Source: an optimization exercise on an open RTL-to-GDS flow (aim: small area). Production flows keep margins and buffers that such runs may drop. Function was checked by simulation only, so behaviour that the tests miss may differ from the original.

==> inputs of sierra <==
## ram
module ram
(
	input  logic        clk,
	input  logic        rst,
	input  logic [9:0]  addr,
	input  logic        cs,
	input  logic [31:0] in,
	input  logic        write_w,
	input  logic        write_h,
	input  logic        write_b,
	output logic [31:0] out,
	output logic        data_rdy
);
==> module lane_write_decode, before the edit <==
module lane_write_decode
(
	input  logic        cs,
	input  logic        write_w,
	input  logic        write_h,
	input  logic        write_b,
	input  logic [1:0]  lane_sel,
	input  logic [31:0] in,
	output logic [3:0]  lane_we,
	output logic [31:0] lane_din
);
	logic do_word;    
	logic do_half;    
	logic do_byte;    
	assign do_word = cs & write_w;
	assign do_half = cs & write_h & ~write_w & ~lane_sel[0];
	assign do_byte = cs & write_b & ~write_w & ~write_h;
	assign lane_we[0] = do_word | (do_half & ~lane_sel[1]) | (do_byte & (lane_sel == 2'd0));
	assign lane_we[1] = do_word | (do_half & ~lane_sel[1]) | (do_byte & (lane_sel == 2'd1));
	assign lane_we[2] = do_word | (do_half &  lane_sel[1]) | (do_byte & (lane_sel == 2'd2));
	assign lane_we[3] = do_word | (do_half &  lane_sel[1]) | (do_byte & (lane_sel == 2'd3));
	assign lane_din[7:0]   = in[7:0];
	assign lane_din[15:8]  = (write_w | write_h) ? in[15:8] : in[7:0];
	assign lane_din[23:16] = write_w ? in[23:16] : in[7:0];
	assign lane_din[31:24] = write_w ? in[31:24] : (write_h ? in[15:8] : in[7:0]);
endmodule
==> module byte_lane_mem, before the edit <==
module byte_lane_mem
(
	input  logic        clk,
	input  logic        hold_n,
	input  logic [31:0] wd,
	output logic [31:0] q
);
	logic wr;
	assign wr = ~hold_n;
	for (genvar b = 0; b < 32; b++)
	begin : g_bit
		ram_bit u_bit
		(
			.clk    (clk),
			.wr     (wr),
			.hold_n (hold_n),
			.wd     (wd[b]),
			.q      (q[b])
		);
	end
endmodule
==> module ram, before the edit <==
module ram
(
	input  logic        clk,
	input  logic        rst,
	input  logic [9:0]  addr,
	input  logic        cs,
	input  logic [31:0] in,
	input  logic        write_w,
	input  logic        write_h,
	input  logic        write_b,
	output logic [31:0] out,
	output logic        data_rdy
);
	logic [7:0]          row;
	logic [3:0]          lane_we;
	logic [31:0]         lane_din;
	logic [31:0]         word_n;
	logic [31:0]         wd;
	logic                phase;        
	logic [15:0]         hi_hit;
	logic [15:0]         lo_cs;
	logic [255:0]        hold_n;
	logic [255:0][31:0]  rows;
	assign row = addr[9:2];
	always_ff @(posedge clk)
	begin
		phase <= ~phase;
	end
	lane_write_decode u_decode
	(
		.cs       (cs),
		.write_w  (write_w),
		.write_h  (write_h),
		.write_b  (write_b),
		.lane_sel (addr[1:0]),
		.in       (in),
		.lane_we  (lane_we),
		.lane_din (lane_din)
	);
	for (genvar b = 0; b < 32; b++)
	begin : g_wd
		assign wd[b] = lane_we[b/8] ? (lane_din[b] ^ phase) : ~word_n[b];
	end
	for (genvar i = 0; i < 16; i++)
	begin : g_pre
		assign hi_hit[i] = (row[7:4] == i);
		assign lo_cs[i]  = (row[3:0] == i) & cs;
	end
	for (genvar r = 0; r < 256; r++)
	begin : g_row
		row_ctrl u_ctrl
		(
			.hi     (hi_hit[r/16]),
			.lo_cs  (lo_cs[r%16]),
			.hold_n (hold_n[r])
		);
		byte_lane_mem u_mem
		(
			.clk    (clk),
			.hold_n (hold_n[r]),
			.wd     (wd),
			.q      (rows[r])
		);
	end
	read_gather u_gather
	(
		.clk      (clk),
		.rst      (rst),
		.cs       (cs),
		.phase    (phase),
		.rsel_n   (hold_n),
		.rows     (rows),
		.word_n   (word_n),
		.out      (out),
		.data_rdy (data_rdy)
	);
endmodule
==> module row_ctrl, before the edit <==
module row_ctrl
(
	input  logic hi,       
	input  logic lo_cs,    
	output logic hold_n    
);
	assign hold_n = ~(hi & lo_cs);
endmodule
==> module read_gather, before the edit <==
module read_gather
(
	input  logic        clk,
	input  logic        rst,
	input  logic        cs,
	input  logic        phase,
	input  logic [255:0] rsel_n,          
	input  logic [255:0][31:0] rows,
	output logic [31:0] word_n,           
	output logic [31:0] out,
	output logic        data_rdy
);
	logic [127:0][31:0] pair_n;
	for (genvar p = 0; p < 128; p++)
	begin : g_pair
		for (genvar b = 0; b < 32; b++)
		begin : g_bit
			read_pair u_pair
			(
				.q0     (rows[2*p][b]),
				.q1     (rows[2*p+1][b]),
				.sel0_n (rsel_n[2*p]),
				.sel1_n (rsel_n[2*p+1]),
				.y_n    (pair_n[p][b])
			);
		end
	end
	always_comb
	begin
		word_n = '0;
		for (int p = 0; p < 128; p++)
		begin
			word_n = word_n | pair_n[p];
		end
	end
	always_ff @(posedge clk)
	begin
		data_rdy <= cs & ~rst;
		out      <= rst ? 32'h0 : word_n ^ {32{~phase & cs}};
	end
endmodule
==> module read_pair, before the edit <==
module read_pair
(
	input  logic q0,
	input  logic q1,
	input  logic sel0_n,
	input  logic sel1_n,
	output logic y_n
);
	assign y_n = ~((q0 | sel0_n) & (q1 | sel1_n));
endmodule
make LEC_CHECK=0 CAP_MARGIN=20 CORE_MARGIN=2 CORE_UTILIZATION=50 CTS_BUF_LIST=sky130_fd_sc_hd__clkbuf_8 CTS_CLUSTER_DIAMETER=50 CTS_CLUSTER_SIZE=14 PLACE_DENSITY=0.6 SLEW_MARGIN=20 SYNTH_HIERARCHICAL=1 finish   # period 10.0 ns
run.sh (not shown) runs the stock make flow with config.mk's settings and CLKGATE_MAP_FILE= SYNTH_SCRIPT=/design/flow/synth_recipe.tcl, a recipe that flattens the netlist after the stock synthesis.
==> raven: changes against sierra <==
--- a/flow/design.v
+++ b/flow/design.v
@@ -16,6 +16,7 @@
 	input  logic        write_b,
 	input  logic [1:0]  lane_sel,
 	input  logic [31:0] in,
+	output logic        row_we,
 	output logic [3:0]  lane_we,
 	output logic [31:0] lane_din
 );
@@ -25,6 +26,7 @@
 	assign do_word = cs & write_w;
 	assign do_half = cs & write_h & ~write_w & ~lane_sel[0];
 	assign do_byte = cs & write_b & ~write_w & ~write_h;
+	assign row_we     = do_word | do_half | do_byte;
 	assign lane_we[0] = do_word | (do_half & ~lane_sel[1]) | (do_byte & (lane_sel == 2'd0));
 	assign lane_we[1] = do_word | (do_half & ~lane_sel[1]) | (do_byte & (lane_sel == 2'd1));
 	assign lane_we[2] = do_word | (do_half &  lane_sel[1]) | (do_byte & (lane_sel == 2'd2));
@@ -51,12 +53,11 @@
 module byte_lane_mem
 (
 	input  logic        clk,
+	input  logic        wr,
 	input  logic        hold_n,
 	input  logic [31:0] wd,
 	output logic [31:0] q
 );
-	logic wr;
-	assign wr = ~hold_n;
 	for (genvar b = 0; b < 32; b++)
 	begin : g_bit
 		ram_bit u_bit
@@ -136,14 +137,18 @@
 	output logic        data_rdy
 );
 	logic [7:0]          row;
+	logic                row_we;
 	logic [3:0]          lane_we;
 	logic [31:0]         lane_din;
 	logic [31:0]         word_n;
 	logic [31:0]         wd;
 	logic                phase;        
 	logic [15:0]         hi_hit;
+	logic [15:0]         lo_we;
 	logic [15:0]         lo_cs;
+	logic [255:0]        wr;
 	logic [255:0]        hold_n;
+	logic [255:0]        rsel_n;
 	logic [255:0][31:0]  rows;
 	assign row = addr[9:2];
 	always_ff @(posedge clk)
@@ -158,6 +163,7 @@
 		.write_b  (write_b),
 		.lane_sel (addr[1:0]),
 		.in       (in),
+		.row_we   (row_we),
 		.lane_we  (lane_we),
 		.lane_din (lane_din)
 	);
@@ -168,19 +174,18 @@
 	for (genvar i = 0; i < 16; i++)
 	begin : g_pre
 		assign hi_hit[i] = (row[7:4] == i);
+		assign lo_we[i]  = (row[3:0] == i) & row_we;
 		assign lo_cs[i]  = (row[3:0] == i) & cs;
 	end
 	for (genvar r = 0; r < 256; r++)
 	begin : g_row
-		row_ctrl u_ctrl
-		(
-			.hi     (hi_hit[r/16]),
-			.lo_cs  (lo_cs[r%16]),
-			.hold_n (hold_n[r])
-		);
+		assign wr[r]     = hi_hit[r/16] & lo_we[r%16];
+		assign hold_n[r] = ~(hi_hit[r/16] & lo_we[r%16]);
+		assign rsel_n[r] = ~(hi_hit[r/16] & lo_cs[r%16]);
 		byte_lane_mem u_mem
 		(
 			.clk    (clk),
+			.wr     (wr[r]),
 			.hold_n (hold_n[r]),
 			.wd     (wd),
 			.q      (rows[r])
@@ -192,18 +197,10 @@
 		.rst      (rst),
 		.cs       (cs),
 		.phase    (phase),
-		.rsel_n   (hold_n),
+		.rsel_n   (rsel_n),
 		.rows     (rows),
 		.word_n   (word_n),
 		.out      (out),
 		.data_rdy (data_rdy)
 	);
 endmodule
-module row_ctrl
-(
-	input  logic hi,       
-	input  logic lo_cs,    
-	output logic hold_n    
-);
-	assign hold_n = ~(hi & lo_cs);
-endmodule
Settings changed: CORE_UTILIZATION 50 to 35, CTS_BUF_LIST sky130_fd_sc_hd__clkbuf_8 to unset, CTS_CLUSTER_DIAMETER 50 to unset, CTS_CLUSTER_SIZE 14 to unset, PLACE_DENSITY 0.6 to 0.45.
==> juniper: changes against sierra <==
--- a/flow/design.v
+++ b/flow/design.v
@@ -51,19 +51,19 @@
 module byte_lane_mem
 (
 	input  logic        clk,
-	input  logic        hold_n,
+	input  logic [3:0]  hold_n,   
 	input  logic [31:0] wd,
 	output logic [31:0] q
 );
-	logic wr;
+	logic [3:0] wr;
 	assign wr = ~hold_n;
 	for (genvar b = 0; b < 32; b++)
 	begin : g_bit
 		ram_bit u_bit
 		(
 			.clk    (clk),
-			.wr     (wr),
-			.hold_n (hold_n),
+			.wr     (wr[b/8]),
+			.hold_n (hold_n[b/8]),
 			.wd     (wd[b]),
 			.q      (q[b])
 		);
@@ -86,7 +86,7 @@
 	input  logic        rst,
 	input  logic        cs,
 	input  logic        phase,
-	input  logic [255:0] rsel_n,          
+	input  logic [255:0][3:0] rsel_n,     
 	input  logic [255:0][31:0] rows,
 	output logic [31:0] word_n,           
 	output logic [31:0] out,
@@ -101,8 +101,8 @@
 			(
 				.q0     (rows[2*p][b]),
 				.q1     (rows[2*p+1][b]),
-				.sel0_n (rsel_n[2*p]),
-				.sel1_n (rsel_n[2*p+1]),
+				.sel0_n (rsel_n[2*p][b/8]),
+				.sel1_n (rsel_n[2*p+1][b/8]),
 				.y_n    (pair_n[p][b])
 			);
 		end
@@ -143,7 +143,7 @@
 	logic                phase;        
 	logic [15:0]         hi_hit;
 	logic [15:0]         lo_cs;
-	logic [255:0]        hold_n;
+	logic [255:0][3:0]   hold_n;
 	logic [255:0][31:0]  rows;
 	assign row = addr[9:2];
 	always_ff @(posedge clk)
@@ -172,12 +172,15 @@
 	end
 	for (genvar r = 0; r < 256; r++)
 	begin : g_row
-		row_ctrl u_ctrl
-		(
-			.hi     (hi_hit[r/16]),
-			.lo_cs  (lo_cs[r%16]),
-			.hold_n (hold_n[r])
-		);
+		for (genvar l = 0; l < 4; l++)
+		begin : g_lane
+			row_ctrl u_ctrl
+			(
+				.hi     (hi_hit[r/16]),
+				.lo_cs  (lo_cs[r%16]),
+				.hold_n (hold_n[r][l])
+			);
+		end
 		byte_lane_mem u_mem
 		(
 			.clk    (clk),
==> flow/flow/run.sh (new file) <==
#!/bin/bash
# The standard layout (standard.sh, unchanged synthesis, floorplan, power
# grid, placement and routing), with two changes to how it is built:
#  - clock tree: 8x clock buffers on clusters of up to 16 flip-flops within
#    60 um, and no dummy loads for level balancing
#  - port buffers: buf_2 on every input and output port
# Each ORFS step writes its full log under orfs/logs/; make's own output goes
# to standard.log in this folder.
set -euo pipefail
export CTS_ARGS="-sink_clustering_enable -repair_clock_nets -buf_list sky130_fd_sc_hd__clkbuf_8 -sink_clustering_size 16 -sink_clustering_max_diameter 60 -dont_use_dummy_load"
export BUFFER_PORTS_ARGS="-buffer_cell sky130_fd_sc_hd__buf_2"
bash standard.sh > standard.log 2>&1
==> flow/standard.sh (new file) <==
#!/bin/bash
# synth_recipe.tcl (not shown) runs the flow's synth.tcl, then flattens the netlist and writes it again
# the make line also repeats each setting of config.mk as NAME=value (left out here)
make -C /OpenROAD-flow-scripts/flow DESIGN_CONFIG=/design/flow/config.mk WORK_HOME=/design/flow/orfs CLKGATE_MAP_FILE= SYNTH_SCRIPT=/design/flow/synth_recipe.tcl "${@:-finish}"
Settings changed: CAP_MARGIN 20 to 35, CTS_BUF_LIST sky130_fd_sc_hd__clkbuf_8 to unset, CTS_CLUSTER_DIAMETER 50 to unset, CTS_CLUSTER_SIZE 14 to unset, SLEW_MARGIN 20 to 35.
removed: flow/run.sh
==> quartz: changes against sierra <==
--- a/flow/design.v
+++ b/flow/design.v
@@ -51,34 +51,44 @@
 module byte_lane_mem
 (
 	input  logic        clk,
-	input  logic        hold_n,
+	input  logic [3:0]  hold_n,   
 	input  logic [31:0] wd,
+	output logic [3:0]  wr,       
 	output logic [31:0] q
 );
-	logic wr;
 	assign wr = ~hold_n;
 	for (genvar b = 0; b < 32; b++)
 	begin : g_bit
 		ram_bit u_bit
 		(
 			.clk    (clk),
-			.wr     (wr),
-			.hold_n (hold_n),
+			.wr     (wr[b/8]),
+			.hold_n (hold_n[b/8]),
 			.wd     (wd[b]),
 			.q      (q[b])
 		);
 	end
 endmodule
 `timescale 1ns/1ps
-module read_pair
+module read_triple
 (
 	input  logic q0,
 	input  logic q1,
-	input  logic sel0_n,
-	input  logic sel1_n,
+	input  logic q2,
+	input  logic sel0,
+	input  logic sel1,
+	input  logic sel2,
 	output logic y_n
 );
-	assign y_n = ~((q0 | sel0_n) & (q1 | sel1_n));
+	assign y_n = ~((q0 & sel0) | (q1 & sel1) | (q2 & sel2));
+endmodule
+module read_single
+(
+	input  logic q,
+	input  logic sel,
+	output logic y_n
+);
+	assign y_n = ~(q & sel);
 endmodule
 module read_gather
 (
@@ -86,39 +96,50 @@
 	input  logic        rst,
 	input  logic        cs,
 	input  logic        phase,
-	input  logic [255:0] rsel_n,          
+	input  logic [255:0][3:0] rsel,       
 	input  logic [255:0][31:0] rows,
 	output logic [31:0] word_n,           
 	output logic [31:0] out,
 	output logic        data_rdy
 );
-	logic [127:0][31:0] pair_n;
-	for (genvar p = 0; p < 128; p++)
-	begin : g_pair
+	logic [85:0][31:0] group_n;
+	for (genvar g = 0; g < 85; g++)
+	begin : g_group
 		for (genvar b = 0; b < 32; b++)
 		begin : g_bit
-			read_pair u_pair
+			read_triple u_triple
 			(
-				.q0     (rows[2*p][b]),
-				.q1     (rows[2*p+1][b]),
-				.sel0_n (rsel_n[2*p]),
-				.sel1_n (rsel_n[2*p+1]),
-				.y_n    (pair_n[p][b])
+				.q0   (rows[3*g][b]),
+				.q1   (rows[3*g+1][b]),
+				.q2   (rows[3*g+2][b]),
+				.sel0 (rsel[3*g][b/8]),
+				.sel1 (rsel[3*g+1][b/8]),
+				.sel2 (rsel[3*g+2][b/8]),
+				.y_n  (group_n[g][b])
 			);
 		end
 	end
+	for (genvar b = 0; b < 32; b++)
+	begin : g_last
+		read_single u_single
+		(
+			.q   (rows[255][b]),
+			.sel (rsel[255][b/8]),
+			.y_n (group_n[85][b])
+		);
+	end
 	always_comb
 	begin
-		word_n = '0;
-		for (int p = 0; p < 128; p++)
+		word_n = '1;
+		for (int g = 0; g < 86; g++)
 		begin
-			word_n = word_n | pair_n[p];
+			word_n = word_n & group_n[g];
 		end
 	end
 	always_ff @(posedge clk)
 	begin
 		data_rdy <= cs & ~rst;
-		out      <= rst ? 32'h0 : word_n ^ {32{~phase & cs}};
+		out      <= (cs & ~rst) ? word_n ^ {32{~phase}} : 32'h0;
 	end
 endmodule
 `timescale 1ns/1ps
@@ -143,7 +164,8 @@
 	logic                phase;        
 	logic [15:0]         hi_hit;
 	logic [15:0]         lo_cs;
-	logic [255:0]        hold_n;
+	logic [255:0][3:0]   hold_n;
+	logic [255:0][3:0]   rsel;
 	logic [255:0][31:0]  rows;
 	assign row = addr[9:2];
 	always_ff @(posedge clk)
@@ -172,17 +194,21 @@
 	end
 	for (genvar r = 0; r < 256; r++)
 	begin : g_row
-		row_ctrl u_ctrl
-		(
-			.hi     (hi_hit[r/16]),
-			.lo_cs  (lo_cs[r%16]),
-			.hold_n (hold_n[r])
-		);
+		for (genvar l = 0; l < 4; l++)
+		begin : g_lane
+			row_ctrl u_ctrl
+			(
+				.hi     (hi_hit[r/16]),
+				.lo_cs  (lo_cs[r%16]),
+				.hold_n (hold_n[r][l])
+			);
+		end
 		byte_lane_mem u_mem
 		(
 			.clk    (clk),
 			.hold_n (hold_n[r]),
 			.wd     (wd),
+			.wr     (rsel[r]),
 			.q      (rows[r])
 		);
 	end
@@ -192,7 +218,7 @@
 		.rst      (rst),
 		.cs       (cs),
 		.phase    (phase),
-		.rsel_n   (hold_n),
+		.rsel     (rsel),
 		.rows     (rows),
 		.word_n   (word_n),
 		.out      (out),
==> flow/flow/run.sh (new file) <==
#!/bin/bash
# The standard layout (standard.sh, unchanged synthesis, floorplan, power
# grid, placement and routing), with two changes to how it is built:
#  - clock tree: 8x clock buffers on clusters of up to 16 flip-flops within
#    60 um, and no dummy loads for level balancing
#  - port buffers: buf_2 on every input and output port
# Each ORFS step writes its full log under orfs/logs/; make's own output goes
# to standard.log in this folder.
set -euo pipefail
export CTS_ARGS="-sink_clustering_enable -repair_clock_nets -buf_list sky130_fd_sc_hd__clkbuf_8 -sink_clustering_size 16 -sink_clustering_max_diameter 60 -dont_use_dummy_load"
export BUFFER_PORTS_ARGS="-buffer_cell sky130_fd_sc_hd__buf_2"
bash standard.sh > standard.log 2>&1
==> flow/standard.sh (new file) <==
#!/bin/bash
# synth_recipe.tcl (not shown) runs the flow's synth.tcl, then flattens the netlist and writes it again
# the make line also repeats each setting of config.mk as NAME=value (left out here)
make -C /OpenROAD-flow-scripts/flow DESIGN_CONFIG=/design/flow/config.mk WORK_HOME=/design/flow/orfs CLKGATE_MAP_FILE= SYNTH_SCRIPT=/design/flow/synth_recipe.tcl "${@:-finish}"
Settings changed: CAP_MARGIN 20 to 35, CORE_UTILIZATION 50 to 55, CTS_BUF_LIST sky130_fd_sc_hd__clkbuf_8 to unset, CTS_CLUSTER_DIAMETER 50 to unset, CTS_CLUSTER_SIZE 14 to unset, PLACE_DENSITY 0.6 to 0.66, SLEW_MARGIN 20 to 35.
removed: flow/run.sh
==> impl_results.md <==
- Status: finished with violations
- SO Faults: max-capacitance violations, max-slew violations
- Cell Chain, Critical Path: clkdlybuf4s50_1 -> nand2b_1 -> nor3_2 -> buf_4 -> nand2_2 -> o22ai_1 -> nor4_1 -> nand4_1 -> nor4_2 -> buf_4 -> nand2_1 -> mux2i_4 -> buf_12 -> buf_4 -> o22ai_1
- Max cap viols: 1
- Max-slew violations: 3
- Starting Density: between 50% and 60%
- CP max-delay cell: nor4_1
- Largest cells by area after synthesis: dfxtp_1, o22ai_1, nor4_1
- Layout cells sized above 1: a little under an eighth
the above is filed under sierra

==> impl_results.md <==
- Largest cells by area after synthesis: dfxtp_1, o22ai_1, nor4_1
- Status: timing/DRC/antenna clean
- Max cap viols: 0
- Cell Chain, Critical Path: clkdlybuf4s50_1 -> and3_4 -> buf_4 -> nand3_1 -> buf_4 -> o22ai_1 -> nor4_1 -> nand4_1 -> nor4_2 -> buf_4 -> nand2_1 -> mux2i_4 -> buf_12 -> buf_12 -> o22ai_1
- Max-slew violations: 0
- CP max-delay cell: nor4_1
the above is filed under raven

==> impl_results.md <==
- CP max-delay cell: nor2_4
- Status: timing/DRC/antenna clean
- Largest cells by area after synthesis: dfxtp_1, o22ai_1, a222oi_1
- Starting Density: between 50% and 60%
the above is filed under quartz

==> impl_results.md <==
- Max-slew violations: 0
- Max cap viols: 0
- Starting Density: about 50%
- Final instance area: 0.282 mm^2
- Layout cells sized above 1: between 4 and 5%
- Cell Chain, Critical Path: buf_2 -> nand2b_1 -> nor2_4 -> buf_4 -> buf_4 -> nand2_1 -> o22ai_1 -> nor4_1 -> nand4_1 -> nor4_1 -> buf_4 -> nand2_1 -> mux2i_4 -> buf_12 -> buf_16 -> o22ai_1
- CP max-delay cell: nand2_1
- Status: timing/DRC/antenna clean
- Largest cells by area after synthesis: dfxtp_1, o22ai_1, nor4_1
the above is filed under juniper

[separate check: timing with driven ports]
The results above use ideal ports. As a check the final layouts listed here were re-extracted and re-timed, cells and wires unchanged. Step 1 assumes that a clkbuf_16 drives the clock port and a buf_2 every other input. Step 2 also shifts input and output timing later by t, the mid clock arrival at the registers, as if the neighbouring blocks saw the same clock. Three values: no drivers, after step 1, after step 2; two values: the first two.
run	t, ns	setup slack, ns	hold WS [ns]	worst data-port slew with drivers (ns)
sierra	1.478	2.006 / 2.116 / 0.638	0.448 / 0.448 / 0.448	0.43
raven	1.309	1.585 / 1.677 / 0.367	0.444 / 0.444 / 0.444	0.18
juniper	1.389	3.177 / 3.243 / 1.853	0.446 / 0.446 / 0.446	0.16
quartz	1.373	3.005 / 3.093 / 1.721	0.446 / 0.446 / 0.446	0.13
The setup slack of sierra, which loses most, moves by +0.110 ns with the drivers and by -1.368 ns with both steps.
